Background: an optimization exercise with open tools, aiming at small area, a short achievable clock period and few clock cycles per item. Do not read the settings as production practice. Function was checked by simulation only, so behaviour that the tests miss may differ from the original. The clock input has no modelled driver; a real chip could not lean on it and would need a root buffer or a full tree. No activity file was given, so power comes from the tool's default toggle rates.

==> flow/design.v (excerpt) <==
module at_response_line_parser_unit (
	input  logic         clk,
	input  logic         arst_n,
	input  logic         in_valid,
	input  logic [7:0]   in_data,
	output logic         in_ready,
	output logic         out_valid,
	input  logic         out_ready,
	output logic [1:0]   out_kind,
	output logic [7:0]   out_byte,
	output logic         out_line_ok,
	output logic [15:0]  out_bad_line_count,
	output logic         out_last
);
export LEC_CHECK = 0
export CAP_MARGIN = 20
export CORE_MARGIN = 2
export CORE_UTILIZATION = 40
export GPL_ROUTABILITY_DRIVEN = 1
export PLACE_DENSITY = 0.6
export SLEW_MARGIN = 20
create_clock -name core_clock -period 14.0 [get_ports {clk}]
standard.sh (not shown) runs the stock make flow with config.mk's settings and CLKGATE_MAP_FILE= SYNTH_SCRIPT=/design/flow/synth_recipe.tcl, a recipe that flattens the netlist after the stock synthesis.
==> flow/flow/run.sh <==
#!/bin/bash
# The standard layout with these changes:
#  - synthesis restructures the logic with ABC's &deepsyn and maps it with ABC's
#    delay-targeted 'map' (flow/map.abc);
#  - the ports get plain sky130_fd_sc_hd__buf_1 buffers;
#  - the clock tree is one level: the flip-flops are split into 4 groups by position and
#    each group gets a clkbuf_16 driven from the clock port (flow/clock_tree.tcl), in
#    place of ORFS's CTS step;
#  - timing repair after placement and after global routing only resizes gates, and aims
#    at 10.5 ns of setup slack at the design's 14 ns clock (ORFS's own repair aims at
#    0 ns, which every path meets with room to spare).
set -euo pipefail
work=$PWD
# Synthesis: the standard flow's script, with the logic mapped by flow/map.abc (delay-targeted 'map')
# instead of ORFS's abc_speed script.
cat > "$work/my_synth.tcl" <<EOT
proc abc {args} {
  set i [lsearch \$args -script]
  if {\$i >= 0} { lset args [expr {\$i + 1}] $work/flow/map.abc }
  yosys abc {*}\$args
}
source $work/synth_recipe.tcl
EOT
sed "s#SYNTH_SCRIPT=[^ ]*#SYNTH_SCRIPT=$work/my_synth.tcl#" standard.sh > my_standard.sh
export BUFFER_PORTS_ARGS="-buffer_cell sky130_fd_sc_hd__buf_1"
bash my_standard.sh place > flow_place.log 2>&1
export SETUP_SLACK_MARGIN=10.5
export SETUP_MOVE_SEQUENCE=sizeup,swap
RESULTS_DIR=$work/orfs/results/sky130hd/at_response_line_parser_unit/base \
LIB_FILE=$FLOW_HOME/platforms/sky130hd/lib/sky130_fd_sc_hd__tt_025C_1v80.lib \
PLATFORM_DIR=$FLOW_HOME/platforms/sky130hd \
DONT_USE_CELLS="$(make -s -C $FLOW_HOME DESIGN_CONFIG=$work/config.mk WORK_HOME=$work/orfs print-DONT_USE_CELLS | sed 's/^DONT_USE_CELLS: //')" \
CLK_GROUPS=4 CLK_CELL=sky130_fd_sc_hd__clkbuf_16 \
  openroad -no_init -exit flow/clock_tree.tcl > flow_clock_tree.log 2>&1
bash my_standard.sh finish > flow_finish.log 2>&1
==> flow/flow/clock_tree.tcl <==
# Clock distribution: the flip-flops are split into K groups by position (k-means) and each
# group gets one clock buffer at its centre, driven straight from the clock port.
proc my_clock_tree {K cell} {
  set block [ord::get_db_block]
  set clknet [$block findNet clk]
  set pts {}
  set its [$clknet getITerms]
  foreach it $its {
    set bb [[$it getInst] getBBox]
    lappend pts [list [expr {([$bb xMin] + [$bb xMax]) / 2}] [expr {([$bb yMin] + [$bb yMax]) / 2}]]
  }
  set n [llength $pts]
  # initial centres: sorted by x+y, evenly spaced
  set order [lsort -integer -indices [lmap p $pts {expr {[lindex $p 0] + [lindex $p 1]}}]]
  set ctr {}
  for {set k 0} {$k < $K} {incr k} {
    lappend ctr [lindex $pts [lindex $order [expr {int(($k + 0.5) * $n / $K)}]]]
  }
  for {set iter 0} {$iter < 50} {incr iter} {
    set asg {}
    foreach p $pts {
      set best 0; set bd 1e30
      for {set k 0} {$k < $K} {incr k} {
        set c [lindex $ctr $k]
        set d [expr {abs([lindex $p 0] - [lindex $c 0]) + abs([lindex $p 1] - [lindex $c 1])}]
        if {$d < $bd} { set bd $d; set best $k }
      }
      lappend asg $best
    }
    set new {}
    for {set k 0} {$k < $K} {incr k} {
      set sx 0; set sy 0; set m 0
      foreach p $pts a $asg { if {$a == $k} { incr sx [lindex $p 0]; incr sy [lindex $p 1]; incr m } }
      if {$m > 0} { lappend new [list [expr {$sx / $m}] [expr {$sy / $m}]] } else { lappend new [lindex $ctr $k] }
    }
    set ctr $new
  }
  set master [[ord::get_db] findMaster $cell]
  for {set k 0} {$k < $K} {incr k} {
    set buf [odb::dbInst_create $block $master clkbuf_leaf_$k]
    set net [odb::dbNet_create $block clknet_leaf_$k]
    $net setSigType CLOCK
    [$buf findITerm A] connect $clknet
    [$buf findITerm X] connect $net
    set c [lindex $ctr $k]
    $buf setLocation [lindex $c 0] [lindex $c 1]
    $buf setPlacementStatus PLACED
    foreach it $its a $asg { if {$a == $k} { $it disconnect; $it connect $net } }
  }
}

# Replaces the CTS step: reads the placed design, adds the clock buffers, legalizes and
# writes the CTS results the later ORFS steps read.
set R $::env(RESULTS_DIR)
read_db $R/3_place.odb
read_liberty $::env(LIB_FILE)
read_sdc $R/3_place.sdc
source $::env(PLATFORM_DIR)/setRC.tcl
my_clock_tree $::env(CLK_GROUPS) $::env(CLK_CELL)
detailed_placement
set_propagated_clock [all_clocks]
estimate_parasitics -placement
set_dont_use $::env(DONT_USE_CELLS)
repair_timing -setup -setup_margin $::env(SETUP_SLACK_MARGIN) -sequence $::env(SETUP_MOVE_SEQUENCE) -skip_last_gasp
detailed_placement
check_placement -verbose
estimate_parasitics -placement
report_clock_latency
report_checks -path_delay max -group_path_count 5 -format end
write_db $R/4_1_cts.odb
write_db $R/4_cts.odb
write_sdc $R/4_cts.sdc
==> flow/flow/map.abc <==
strash
&get -n
&deepsyn -I 2 -J 50
&put
dch
map -D 1200
topo
stime -c
buffer -c
upsize -c
dnsize -c
Testbench counts at the start, summed over its fixed seeds: cycles 71,637, bytes 57,729.
Edit:
==> flow/flow/map.abc (replaced) <==
strash
&get -n
&deepsyn -I 2 -J 50
&put
dch
map -D 1600
topo
stime -c
buffer -c
upsize -c
dnsize -c
- CORE_UTILIZATION: 40 -> 50
- SYNTH_HIERARCHICAL: not set -> 1
- SYNTH_MINIMUM_KEEP_SIZE: not set -> 0
What happened: Global-route usage is higher by 2.5 points; setup slack is better by 800 ps; design area is lower by about 1.2%; sequential share of layout area is higher by 0.39 points; worst hold slack barely changes; die area is lower by about 22%; final cell count is lower by about 11%; wire length is lower by about 10%; synthesized cell count is lower by 12%; total power is higher by 32%.
Edit:
==> flow/flow/map.abc (replaced) <==
strash
&get -n
&deepsyn -I 2 -J 50
&put
dch
map -D 1400
topo
stime -c
buffer -c
upsize -c
dnsize -c
- CORE_UTILIZATION: 50 -> 40
What happened: The changed run passed the timing, DRC and antenna checks. Final area grows by a few percent. Wire length grows by a few percent. Setup slack stays flat. Total power grows slightly. Clock power hardly moves. Register-to-register slack gets worse by 20 ps.
Edit:
==> flow/flow/map.abc (replaced) <==
strash
&get -n
&deepsyn -I 2 -J 50
&put
dch
map -D 1600
topo
stime -c
buffer -c
upsize -c
dnsize -c
- CORE_UTILIZATION: 40 -> 30
The changed run finished with timing, DRC and antenna clean.
Setup slack degrades by 27 ps.
Routed wire length grows by 2.4%.
Register-to-register slack barely changes.
Fmax shrinks by about 0.7%.
Cell count grows by 6.0%.
Core utilization went down by 12 points.
Cell area drops by about 1.6%.
Total power falls by 1.2%.
Synthesized cell count came out lower by about 0.54%.
Global-route usage fell by 4.0 points.
Via count is unchanged.
Edit:
--- a/flow/flow/run.sh
+++ b/flow/flow/run.sh
@@ -2,5 +2,5 @@
 # The standard layout with these changes:
 #  - synthesis restructures the logic with ABC's &deepsyn and maps it with ABC's
-#    delay-targeted 'map' (flow/map.abc);
+#    area-oriented 'map -a' (flow/map.abc);
 #  - the ports get plain sky130_fd_sc_hd__buf_1 buffers;
 #  - the clock tree is one level: the flip-flops are split into 4 groups by position and
==> flow/flow/map.abc (replaced) <==
strash
&get -n
&deepsyn -I 2 -J 50
&put
dch
map -a
topo
stime -c
buffer -c
upsize -c
dnsize -c
- CORE_UTILIZATION: 30 -> 40
The new run finished with timing, DRC and antenna clean; final cell count came out lower by a few percent; via count shrinks slightly; design area grows slightly.
Edit:
--- a/flow/flow/run.sh
+++ b/flow/flow/run.sh
@@ -2,7 +2,7 @@
 # The standard layout with these changes:
 #  - synthesis restructures the logic with ABC's &deepsyn and maps it with ABC's
-#    area-oriented 'map -a' (flow/map.abc);
+#    delay-targeted 'map' (flow/map.abc);
 #  - the ports get plain sky130_fd_sc_hd__buf_1 buffers;
-#  - the clock tree is one level: the flip-flops are split into 4 groups by position and
+#  - the clock tree is one level: the flip-flops are split into 3 groups by position and
 #    each group gets a clkbuf_16 driven from the clock port (flow/clock_tree.tcl), in
 #    place of ORFS's CTS step;
@@ -31,5 +31,5 @@
 PLATFORM_DIR=$FLOW_HOME/platforms/sky130hd \
 DONT_USE_CELLS="$(make -s -C $FLOW_HOME DESIGN_CONFIG=$work/config.mk WORK_HOME=$work/orfs print-DONT_USE_CELLS | sed 's/^DONT_USE_CELLS: //')" \
-CLK_GROUPS=4 CLK_CELL=sky130_fd_sc_hd__clkbuf_16 \
+CLK_GROUPS=3 CLK_CELL=sky130_fd_sc_hd__clkbuf_16 \
   openroad -no_init -exit flow/clock_tree.tcl > flow_clock_tree.log 2>&1
 bash my_standard.sh finish > flow_finish.log 2>&1
==> flow/flow/map.abc (replaced) <==
strash
&get -n
&deepsyn -I 2 -J 50
&put
dch
map -D 1600
topo
stime -c
buffer -c
upsize -c
dnsize -c
The changed run went through all stages and came out clean.
Clock skew decreases by 3.4 ps.
Worst setup slack degrades by 20 ps.
Clock power decreases by 11%.
Final area decreases by 3.6%.
No run of this note takes its clock network from TritonCTS; it comes from the design's own scripts or RTL.

## port drivers added, routing unchanged
No port has a modelled driver above. Below, the same layouts with a new extraction and two added sets of constraints. Step 1: set_driving_cell puts a clkbuf_16 on clk and a buf_2 on each other input, an assumption about the parent block. Step 2 adds t to the input delays and takes it off the output delays; t is the mean of the earliest and latest rising clock arrival at the registers after step 1. Input paths then give back, and output paths get back, about the clock's delay inside the block. Three values: ideal, step 1, step 2; two values: the first two.
run | t (ns) | setup WS [ns] | slew at the worst register clock pin (ns)
the first run | 0.206 | 9.615 / 9.659 / 9.453 | 0.08 / 0.08
the second run | 0.210 | 10.415 / 10.336 / 10.334 | 0.08 / 0.08
the third run | 0.206 | 10.417 / 10.341 / 10.314 | 0.07 / 0.07
the fourth run | 0.218 | 10.390 / 10.307 / 10.334 | 0.10 / 0.10
the fifth run | 0.204 | 10.424 / 10.348 / 10.321 | 0.07 / 0.07
the sixth run | 0.206 | 10.404 / 10.340 / 10.290 | 0.08 / 0.08
After both steps setup and hold are still met in every run listed. For the first run, which loses most, drivers alone change the setup slack by +0.044 ns; drivers and shift together by -0.162 ns.
